This design comes from an exercise in tuning for a short achievable clock period and few clock cycles on the open sky130 flow, not from production work.
In this exercise RTL edits were held to simulation tests only and were not proved equivalent to the original.
Power figures rest on the tool's default switching activity, not on a simulated workload.

**run.sh**
```bash
#!/bin/bash
# synth_recipe.tcl (not shown) runs the flow's synth.tcl, then flattens the netlist and writes it again
# the make line also repeats each setting of config.mk as NAME=value (left out here)
make -C /OpenROAD-flow-scripts/flow DESIGN_CONFIG=/design/flow/config.mk WORK_HOME=/design/flow/orfs CLKGATE_MAP_FILE= SYNTH_SCRIPT=/design/flow/synth_recipe.tcl finish
```
**config.mk**
```make
export PLATFORM = sky130hd
export DESIGN_NAME = rv_core
export DESIGN_NICKNAME = rv_core
export VERILOG_FILES = /design/flow/design.v
export SDC_FILE = /design/flow/constraint.sdc
export NUM_CORES = 4
export LEC_CHECK = 0
export CAP_MARGIN = 20
export CORE_MARGIN = 2
export CORE_UTILIZATION = 40
export SLEW_MARGIN = 20
```
**constraint.sdc**
```tcl
create_clock -name core_clock -period 8.0 [get_ports {clk}]
set_input_delay 1.6000 -clock core_clock [delete_from_list [all_inputs] [get_ports {clk}]]
set_output_delay 1.6000 -clock core_clock [all_outputs]
set_load 0.01 [all_outputs]
```
**design.v**
```verilog
`default_nettype none
package core_pkg;
	typedef logic [31:0] word_t;
	typedef logic [4:0] reg_idx_t;
	typedef logic [6:0] opcode_t;
	localparam opcode_t OPC_LUI = 7'b0110111;
	localparam opcode_t OPC_AUIPC = 7'b0010111;
	localparam opcode_t OPC_JAL = 7'b1101111;
	localparam opcode_t OPC_JALR = 7'b1100111;
	localparam opcode_t OPC_BRANCH = 7'b1100011;
	localparam opcode_t OPC_OP_IMM = 7'b0010011;
	localparam opcode_t OPC_OP = 7'b0110011;
	typedef enum logic [2:0] {
		CLS_LUI,
		CLS_AUIPC,
		CLS_JAL,
		CLS_JALR,
		CLS_BRANCH,
		CLS_ALU_IMM,
		CLS_ALU_REG,
		CLS_UNSUPPORTED
	} op_class_e;
	typedef enum logic [3:0] {ADD, SUB, SLL, SLT, SLTU, XOR, SRL, SRA, OR, AND} alu_op_e;
	typedef enum logic [1:0] {FETCH_REQ, FETCH_WAIT_RETIRE, FETCH_RESET} fetch_state_e;
	typedef struct packed {
		word_t pc;
		word_t inst;
	} fetch_item_t;
	typedef struct packed {
		word_t pc;
		op_class_e op_class;
		alu_op_e alu_op;
		logic [2:0] funct3;
		word_t rs1_val;
		word_t rs2_val;
		word_t imm;
		reg_idx_t rd_idx;
		logic rd_we;
	} decoded_op_t;
	typedef struct packed {
		word_t pc;
		reg_idx_t rd_idx;
		logic rd_we;
		word_t rd_data;
		word_t next_pc;
	} retire_t;
endpackage
`default_nettype wire
`timescale 1ns/1ps
`default_nettype none
module core_gpr (
	input logic clk,
	input core_pkg::reg_idx_t rs1_idx,
	input core_pkg::reg_idx_t rs2_idx,
	output core_pkg::word_t rs1_val,
	output core_pkg::word_t rs2_val,
	input logic retire_vld,
	input core_pkg::retire_t retire
);
	core_pkg::word_t regs [1:31];
	always_ff @(posedge clk) begin
		if (retire_vld && retire.rd_we && retire.rd_idx != 5'd0) begin
			regs[retire.rd_idx] <= retire.rd_data;
		end
	end
	assign rs1_val = (rs1_idx == 5'd0) ? '0 : regs[rs1_idx];
	assign rs2_val = (rs2_idx == 5'd0) ? '0 : regs[rs2_idx];
endmodule
`default_nettype wire
`timescale 1ns/1ps
`default_nettype none
module core_ifu #(
	parameter core_pkg::word_t RESET_PC = '0
) (
	input logic clk,
	input logic reset,
	output logic fetch_addr_vld,
	output core_pkg::word_t fetch_addr,
	input logic fetch_inst_vld,
	input core_pkg::word_t fetch_inst,
	input logic retire_vld,
	input core_pkg::retire_t retire,
	output logic item_vld,
	output core_pkg::fetch_item_t item
);
	core_pkg::fetch_state_e state;
	core_pkg::word_t pc;
	assign fetch_addr_vld = (state == core_pkg::FETCH_REQ);
	assign fetch_addr = pc;
	always_ff @(posedge clk) begin
		if (reset) begin
			state <= core_pkg::FETCH_RESET;
			pc <= RESET_PC;
			item_vld <= 1'b0;
		end else begin
			item_vld <= 1'b0;
			case (state)
				core_pkg::FETCH_RESET: begin
					state <= core_pkg::FETCH_REQ;
				end
				core_pkg::FETCH_REQ: begin
					if (fetch_inst_vld) begin
						item_vld <= 1'b1;
						state <= core_pkg::FETCH_WAIT_RETIRE;
					end
				end
				core_pkg::FETCH_WAIT_RETIRE: begin
					if (retire_vld) begin
						pc <= retire.next_pc;
						state <= core_pkg::FETCH_REQ;
					end
				end
				default: begin
					state <= core_pkg::FETCH_RESET;
				end
			endcase
		end
	end
	always_ff @(posedge clk) begin
		if (fetch_addr_vld && fetch_inst_vld) begin
			item <= {pc, fetch_inst};
		end
	end
endmodule
`default_nettype wire
`timescale 1ns/1ps
`default_nettype none
module core_idu (
	input logic clk,
	input logic reset,
	input logic item_vld,
	input core_pkg::fetch_item_t item,
	output core_pkg::reg_idx_t rs1_idx,
	output core_pkg::reg_idx_t rs2_idx,
	input core_pkg::word_t rs1_val,
	input core_pkg::word_t rs2_val,
	output logic op_vld,
	output core_pkg::decoded_op_t op
);
	core_pkg::opcode_t opcode;
	logic [2:0] funct3;
	logic alt;
	core_pkg::word_t imm_i;
	core_pkg::word_t imm_u;
	core_pkg::word_t imm_j;
	core_pkg::word_t imm_b;
	core_pkg::alu_op_e alu_sel;
	core_pkg::decoded_op_t dec;
	assign opcode = item.inst[6:0];
	assign funct3 = item.inst[14:12];
	assign alt = item.inst[30];
	assign rs1_idx = item.inst[19:15];
	assign rs2_idx = item.inst[24:20];
	assign imm_i = {{20{item.inst[31]}}, item.inst[31:20]};
	assign imm_u = {item.inst[31:12], 12'b0};
	assign imm_j = {{12{item.inst[31]}}, item.inst[19:12], item.inst[20], item.inst[30:21], 1'b0};
	assign imm_b = {{20{item.inst[31]}}, item.inst[7], item.inst[30:25], item.inst[11:8], 1'b0};
	always_comb begin
		case (funct3)
			3'b000: alu_sel = (alt && opcode == core_pkg::OPC_OP) ? core_pkg::SUB : core_pkg::ADD;
			3'b001: alu_sel = core_pkg::SLL;
			3'b010: alu_sel = core_pkg::SLT;
			3'b011: alu_sel = core_pkg::SLTU;
			3'b100: alu_sel = core_pkg::XOR;
			3'b101: alu_sel = alt ? core_pkg::SRA : core_pkg::SRL;
			3'b110: alu_sel = core_pkg::OR;
			default: alu_sel = core_pkg::AND;
		endcase
	end
	always_comb begin
		dec.pc = item.pc;
		dec.funct3 = funct3;
		dec.rs1_val = rs1_val;
		dec.rs2_val = rs2_val;
		dec.rd_idx = item.inst[11:7];
		dec.alu_op = core_pkg::ADD;
		dec.imm = imm_i;
		case (opcode)
			core_pkg::OPC_LUI: begin
				dec.op_class = core_pkg::CLS_LUI;
				dec.imm = imm_u;
			end
			core_pkg::OPC_AUIPC: begin
				dec.op_class = core_pkg::CLS_AUIPC;
				dec.imm = imm_u;
			end
			core_pkg::OPC_JAL: begin
				dec.op_class = core_pkg::CLS_JAL;
				dec.imm = imm_j;
			end
			core_pkg::OPC_JALR: dec.op_class = core_pkg::CLS_JALR;
			core_pkg::OPC_BRANCH: begin
				dec.op_class = (funct3[2:1] == 2'b01) ? core_pkg::CLS_UNSUPPORTED : core_pkg::CLS_BRANCH;
				dec.imm = imm_b;
			end
			core_pkg::OPC_OP_IMM: begin
				dec.op_class = core_pkg::CLS_ALU_IMM;
				dec.alu_op = alu_sel;
			end
			core_pkg::OPC_OP: begin
				dec.op_class = core_pkg::CLS_ALU_REG;
				dec.alu_op = alu_sel;
			end
			default: dec.op_class = core_pkg::CLS_UNSUPPORTED;
		endcase
		dec.rd_we = (dec.op_class != core_pkg::CLS_BRANCH) && (dec.op_class != core_pkg::CLS_UNSUPPORTED);
	end
	always_ff @(posedge clk) begin
		if (reset) begin
			op_vld <= 1'b0;
		end else begin
			op_vld <= item_vld;
		end
	end
	always_ff @(posedge clk) begin
		if (item_vld) begin
			op <= dec;
		end
	end
endmodule
`default_nettype wire
`timescale 1ns/1ps
`default_nettype none
module core_exu (
	input logic clk,
	input logic reset,
	input logic op_vld,
	input core_pkg::decoded_op_t op,
	output logic retire_vld,
	output core_pkg::retire_t retire
);
	core_pkg::word_t alu_b;
	core_pkg::word_t alu_res;
	core_pkg::word_t pc_seq;
	core_pkg::word_t pc_rel;
	logic taken;
	core_pkg::retire_t rec;
	assign alu_b = (op.op_class == core_pkg::CLS_ALU_REG) ? op.rs2_val : op.imm;
	assign pc_seq = op.pc + 32'd4;
	assign pc_rel = op.pc + op.imm;
	always_comb begin
		case (op.alu_op)
			core_pkg::ADD: alu_res = op.rs1_val + alu_b;
			core_pkg::SUB: alu_res = op.rs1_val - alu_b;
			core_pkg::SLL: alu_res = op.rs1_val << alu_b[4:0];
			core_pkg::SLT: alu_res = {31'b0, $signed(op.rs1_val) < $signed(alu_b)};
			core_pkg::SLTU: alu_res = {31'b0, op.rs1_val < alu_b};
			core_pkg::XOR: alu_res = op.rs1_val ^ alu_b;
			core_pkg::SRL: alu_res = op.rs1_val >> alu_b[4:0];
			core_pkg::SRA: alu_res = $signed(op.rs1_val) >>> alu_b[4:0];
			core_pkg::OR: alu_res = op.rs1_val | alu_b;
			core_pkg::AND: alu_res = op.rs1_val & alu_b;
			default: alu_res = '0;
		endcase
	end
	always_comb begin
		case (op.funct3)
			3'b000: taken = (op.rs1_val == op.rs2_val);
			3'b001: taken = (op.rs1_val != op.rs2_val);
			3'b100: taken = ($signed(op.rs1_val) < $signed(op.rs2_val));
			3'b101: taken = ($signed(op.rs1_val) >= $signed(op.rs2_val));
			3'b110: taken = (op.rs1_val < op.rs2_val);
			default: taken = (op.rs1_val >= op.rs2_val);
		endcase
	end
	always_comb begin
		rec.pc = op.pc;
		rec.rd_idx = op.rd_idx;
		rec.rd_we = op.rd_we;
		rec.rd_data = alu_res;
		rec.next_pc = pc_seq;
		case (op.op_class)
			core_pkg::CLS_LUI: rec.rd_data = op.imm;
			core_pkg::CLS_AUIPC: rec.rd_data = pc_rel;
			core_pkg::CLS_JAL: begin
				rec.rd_data = pc_seq;
				rec.next_pc = {pc_rel[31:2], 2'b00};
			end
			core_pkg::CLS_JALR: begin
				rec.rd_data = pc_seq;
				rec.next_pc = {alu_res[31:2], 2'b00};
			end
			core_pkg::CLS_BRANCH: begin
				rec.rd_data = '0;
				rec.next_pc = taken ? {pc_rel[31:2], 2'b00} : pc_seq;
			end
			core_pkg::CLS_UNSUPPORTED: rec.rd_data = '0;
			default: rec.rd_data = alu_res;
		endcase
	end
	always_ff @(posedge clk) begin
		if (reset) begin
			retire_vld <= 1'b0;
		end else begin
			retire_vld <= op_vld;
		end
	end
	always_ff @(posedge clk) begin
		if (op_vld) begin
			retire <= rec;
		end
	end
endmodule
`default_nettype wire
`timescale 1ns/1ps
`default_nettype none
module core_top #(
	parameter core_pkg::word_t RESET_PC = '0
) (
	input logic clk,
	input logic reset,
	output logic fetch_addr_vld,
	output core_pkg::word_t fetch_addr,
	input logic fetch_inst_vld,
	input core_pkg::word_t fetch_inst,
	output logic retire_vld,
	output core_pkg::retire_t retire
);
	logic item_vld;
	core_pkg::fetch_item_t item;
	core_pkg::reg_idx_t rs1_idx;
	core_pkg::reg_idx_t rs2_idx;
	core_pkg::word_t rs1_val;
	core_pkg::word_t rs2_val;
	logic op_vld;
	core_pkg::decoded_op_t op;
	core_ifu #(
		.RESET_PC(RESET_PC)
	) ifu_i (
		.clk(clk),
		.reset(reset),
		.fetch_addr_vld(fetch_addr_vld),
		.fetch_addr(fetch_addr),
		.fetch_inst_vld(fetch_inst_vld),
		.fetch_inst(fetch_inst),
		.retire_vld(retire_vld),
		.retire(retire),
		.item_vld(item_vld),
		.item(item)
	);
	core_idu idu_i (
		.clk(clk),
		.reset(reset),
		.item_vld(item_vld),
		.item(item),
		.rs1_idx(rs1_idx),
		.rs2_idx(rs2_idx),
		.rs1_val(rs1_val),
		.rs2_val(rs2_val),
		.op_vld(op_vld),
		.op(op)
	);
	core_exu exu_i (
		.clk(clk),
		.reset(reset),
		.op_vld(op_vld),
		.op(op),
		.retire_vld(retire_vld),
		.retire(retire)
	);
	core_gpr gpr_i (
		.clk(clk),
		.rs1_idx(rs1_idx),
		.rs2_idx(rs2_idx),
		.rs1_val(rs1_val),
		.rs2_val(rs2_val),
		.retire_vld(retire_vld),
		.retire(retire)
	);
endmodule
`default_nettype wire
`timescale 1ns/1ps
`default_nettype none
module rv_core (
	input logic clk,
	input logic reset,
	output logic fetch_addr_vld,
	output logic [31:0] fetch_addr,
	input logic fetch_inst_vld,
	input logic [31:0] fetch_inst,
	output logic retire_vld,
	output logic [31:0] retire_pc,
	output logic [4:0] retire_rd_idx,
	output logic retire_rd_we,
	output logic [31:0] retire_rd_data,
	output logic [31:0] retire_next_pc
);
	core_pkg::retire_t retire;
	core_top #(
		.RESET_PC(32'h0000_0100)
	) core_i (
		.clk(clk),
		.reset(reset),
		.fetch_addr_vld(fetch_addr_vld),
		.fetch_addr(fetch_addr),
		.fetch_inst_vld(fetch_inst_vld),
		.fetch_inst(fetch_inst),
		.retire_vld(retire_vld),
		.retire(retire)
	);
	assign retire_pc = retire.pc;
	assign retire_rd_idx = retire.rd_idx;
	assign retire_rd_we = retire.rd_we;
	assign retire_rd_data = retire.rd_data;
	assign retire_next_pc = retire.next_pc;
endmodule
`default_nettype wire
```
==> flow_summary.json <==
{
  "outcome": "timing/DRC/antenna clean",
  "overflow": 0,
  "cp_max_fo": 53,
  "period_needed_ns": 5.74,
  "max_freq_mhz": 174,
  "path_cells": "buf_4 -> and3b_1 -> mux2_2 -> ha_1 -> fa_1 -> a211o_1 -> and3_1 -> nor2_1 -> a31oi_1 -> a311oi_1 -> o21bai_1 -> a21o_1 -> xnor2_1 -> a211o_1 -> a21o_1 -> a221o_1",
  "synth_seq_cells": 1339,
  "setup_viol": 0,
  "portBuffers": 170,
  "start_util_pct": 40.1,
  "clock_skew_ns": 0.0562,
  "hold_depth": 0,
  "async_flop_share_pct": 0,
  "grt.total_usage_pct": 28.0,
  "clk_pin_slew_ns": 0.06,
  "die_height_um": 427,
  "critPathCaptureType": "flip-flop",
  "holdWs_ns": 0.414,
  "first_global_vias": 48900,
  "fp.dieW_um": 427,
  "cap_violations": 0,
  "post-route-util_pct": 45.4,
  "whs_endpoint": "core_i.ifu_i.item[51]$_DFFE_PP_",
  "clock_latency_ns": 0.81,
  "syn_inst": 5283,
  "rsz0062_at_grt": "no",
  "postRouteAntennaNets": 0,
  "cts_tree": "done",
  "crit_buf_inv": 1,
  "synth_edf_count": 1302,
  "r2r_setup_slack_ns": 2.26,
  "synth_seq_area_share_pct": 55.8,
  "synth_top_area_share_pct": 54.7,
  "yosys_warnings": 4,
  "worst_slew_pin_slew_ns": 1.14,
  "path_class": "flip-flop to flip-flop",
  "finalSetupTns_ns": 0,
  "synth.top_cells.by_count": "edfxtp_1, mux4_2, a21oi_1, nand2_1, nor2_1",
  "place.gp.congestion": 1.05,
  "clock_sinks": 1339,
  "power_leakage_nw": 27.4,
  "clockBufferDepth": 3,
  "crit_path_top_delay_cell": "a311oi_1",
  "power.density_mw_per_mm2": 195,
  "vias": 51100,
  "dr.pass1.iters": 6,
  "area_growth_syn_to_layout_pct": 13.2,
  "design_area_mm2": 0.0809,
  "crit_family": "compound AO/OA/AOI/OAI gates",
  "avgSynthCellArea_um2": 13.5,
  "cts_resized": 0,
  "peakVddDrop_mv": 0.247,
  "drv_slew": 0,
  "ctsHoldBuffers": 0,
  "critPathLaunchType": "flip-flop",
  "relSlewSlack_pct": 24.2,
  "cts_buffers": 146,
  "placedInstanceArea_mm2": 0.0762,
  "ys.flop_type": "edfxtp_1",
  "rows": 155,
  "syn_area_mm2": 0.0714,
  "synth_cell_types": 105,
  "yosysMostFrequentCell": "edfxtp_1",
  "fin_crit_sh_pct": 71.8,
  "core_region_area_mm2": 0.178,
  "fin_cells": 7858,
  "finalHoldViolCount": 0,
  "root_buffer": "clkbuf_16",
  "r2r-end": "core_i.exu_i.retire[28]$_DFFE_PP_",
  "drtIter0Drc": 7359,
  "min_path_type": "flip-flop to flip-flop",
  "drt-total-wl_mm": 259,
  "vias_per_cell": 6.50,
  "die-area_mm2": 0.182,
  "dp_hpwl_mm": 162,
  "ff2ff_path_depth": 16,
  "r2r_start": "core_i.idu_i.op[110]$_DFFE_PP_",
  "yosys.area.top_type": "edfxtp_1",
  "antenna_found_initial": 11,
  "layout-drive-gt1-share_pct": 16.7,
  "crit_required_ns": 8.55,
  "dpl.cell_count": 7593,
  "worstHoldStart": "core_i.ifu_i.pc[19]$_SDFFE_PP0P_",
  "wl_per_cell_um": 33.0,
  "nets": 5593,
  "cts_max_level": 4,
  "grt_first_pass_wirelength_mm": 365,
  "drc_errors": 0,
  "ios": 171,
  "yosys-top-cells-area": "edfxtp_1, mux4_2, mux2i_1",
  "syn-num-nets": 5488,
  "slowest_delay_ns": 0.77,
  "grt_start_max_net_pins": 155,
  "arrival_ns": 6.29,
  "cts_setup_buffers": 0
}
[where the power goes]
part	switching [mW]	internal, mW	leakage (nW)
logic	0.870	0.508	13.1
registers	0.0744	7.69	12.1
clock network	2.93	3.67	2.23
total	3.87	11.9	27.4
[kinds of logic (layout without fill, tap and decap cells)]
| kind of cell | count (synthesis) | count (layout) | share of synthesized area (%) |
|---|---|---|---|
| flops | 1339 | 1339 | 55.8 |
| compound gates | 1268 | 1268 | 11.5 |
| simple gates | 1079 | 1079 | 6.67 |
| mux | 823 | 823 | 19.2 |
| buf+inv | 523 | 740 | 2.91 |
| fa+ha+maj | 172 | 172 | 3.03 |
| xor+xnor | 79 | 79 | 0.968 |
| other cells | 0 | 3 | 0 |
[registers in the layout, indices dropped and copies added, names as in the netlist]
register,count
core_i.exu_i.retire,102
core_i.exu_i.retire_vld,1
core_i.gpr_i.regs,992
core_i.idu_i.op,144
core_i.idu_i.op_vld,1
core_i.ifu_i.item,64
core_i.ifu_i.item_vld,1
core_i.ifu_i.pc,32
core_i.ifu_i.state,2
[final cells by class]
type                    count  area [um^2]
clock inverters            84          857
repair buffers            321         3000
clock buffers             176         3780
well taps                2355         2950
diodes                      3         7.51
fillers                 15800        97200
flip-flops and latches   1339        39800
multi-input cells        3421        29800
inverters                 159          597
[layer usage]
layer / vias to the layer above / track usage (%) / part of all wire, %
met5: - / 0 / 0.023
met2: 3155 / 43.7 / 46
li1: 21200 / - / -
met1: 26000 / 37.8 / 39
met4: 10 / 13.1 / 5.3
met3: 650 / 5.49 / 9.9
[cell usage in the layout, fill, tap and decap left out, types with 31 or more instances in the layout]
| cell type | n |
|---|---|
| o22ai_1 | 83 |
| nor2_4 | 32 |
| inv_1 | 153 |
| xnor2_1 | 50 |
| clkbuf_16 | 146 |
| mux2i_1 | 350 |
| mux2_2 | 39 |
| nor2_1 | 320 |
| ha_1 | 168 |
| o211ai_1 | 40 |
| a21o_1 | 58 |
| mux4_2 | 431 |
| o21ai_0 | 230 |
| edfxtp_1 | 1302 |
| a211oi_1 | 55 |
| buf_4 | 136 |
| a21oi_1 | 429 |
| nand3_1 | 73 |
| clkdlybuf4s50_1 | 170 |
| clkinv_1 | 31 |
| nand2_1 | 397 |
| nor3_1 | 79 |
| o221ai_1 | 98 |
| dfxtp_1 | 35 |
[metrics by stage]
step | setup WS, ns | total power, mW
after floorplan | 3.11 | 8.77
after global placement | 2.50 | 9.25
after detailed placement | 2.37 | 9.25
after CTS | 2.38 | 15.8
after global routing | 2.01 | 16.2
final | 2.26 | 15.7
[how the worst max path moves through the flow]
stage / startpoint / to / slack, ns / cells after the start
2_1_floorplan: core_i.idu_i.op[109]$_DFFE_PP_ / core_i.exu_i.retire[28]$_DFFE_PP_ / 3.11 / 19
3_3_place_gp: core_i.idu_i.op[110]$_DFFE_PP_ / core_i.exu_i.retire[28]$_DFFE_PP_ / 2.50 / 16
3_5_place_dp: core_i.idu_i.op[110]$_DFFE_PP_ / core_i.exu_i.retire[28]$_DFFE_PP_ / 2.37 / 16
4_1_cts: core_i.idu_i.op[110]$_DFFE_PP_ / core_i.exu_i.retire[28]$_DFFE_PP_ / 2.38 / 16
5_1_grt: core_i.idu_i.op[110]$_DFFE_PP_ / core_i.exu_i.retire[28]$_DFFE_PP_ / 2.01 / 16
6_report: core_i.idu_i.op[110]$_DFFE_PP_ / core_i.exu_i.retire[28]$_DFFE_PP_ / 2.26 / 16
Testbench counts, summed over its fixed seeds: cycles 128,008.

separate check: timing with driven ports:
How much do the figures lean on ideal ports? The routed layout below was timed once more, with nothing changed but the port constraints. Step 1 sets driving cells, clkbuf_16 on the clock port and buf_2 on the other inputs (assumed; they add their load-dependent delay and slew). Step 2 times the ports against the registers' clock, not the clock port: input delays grow and output delays shrink by t, the midpoint of the rising clock arrivals with the driver on. Slacks: ideal / step 1 / step 2; pairs: ideal / step 1.
shift t [ns]: 0.869
setup slack, ns: 2.257 / 2.257 / 2.257
worst data-port slew with drivers (ns): 0.06
After both steps this run still meets setup and hold. The setup slack of this run moves by 0.000 ns with the drivers and by 0.000 ns with both steps.
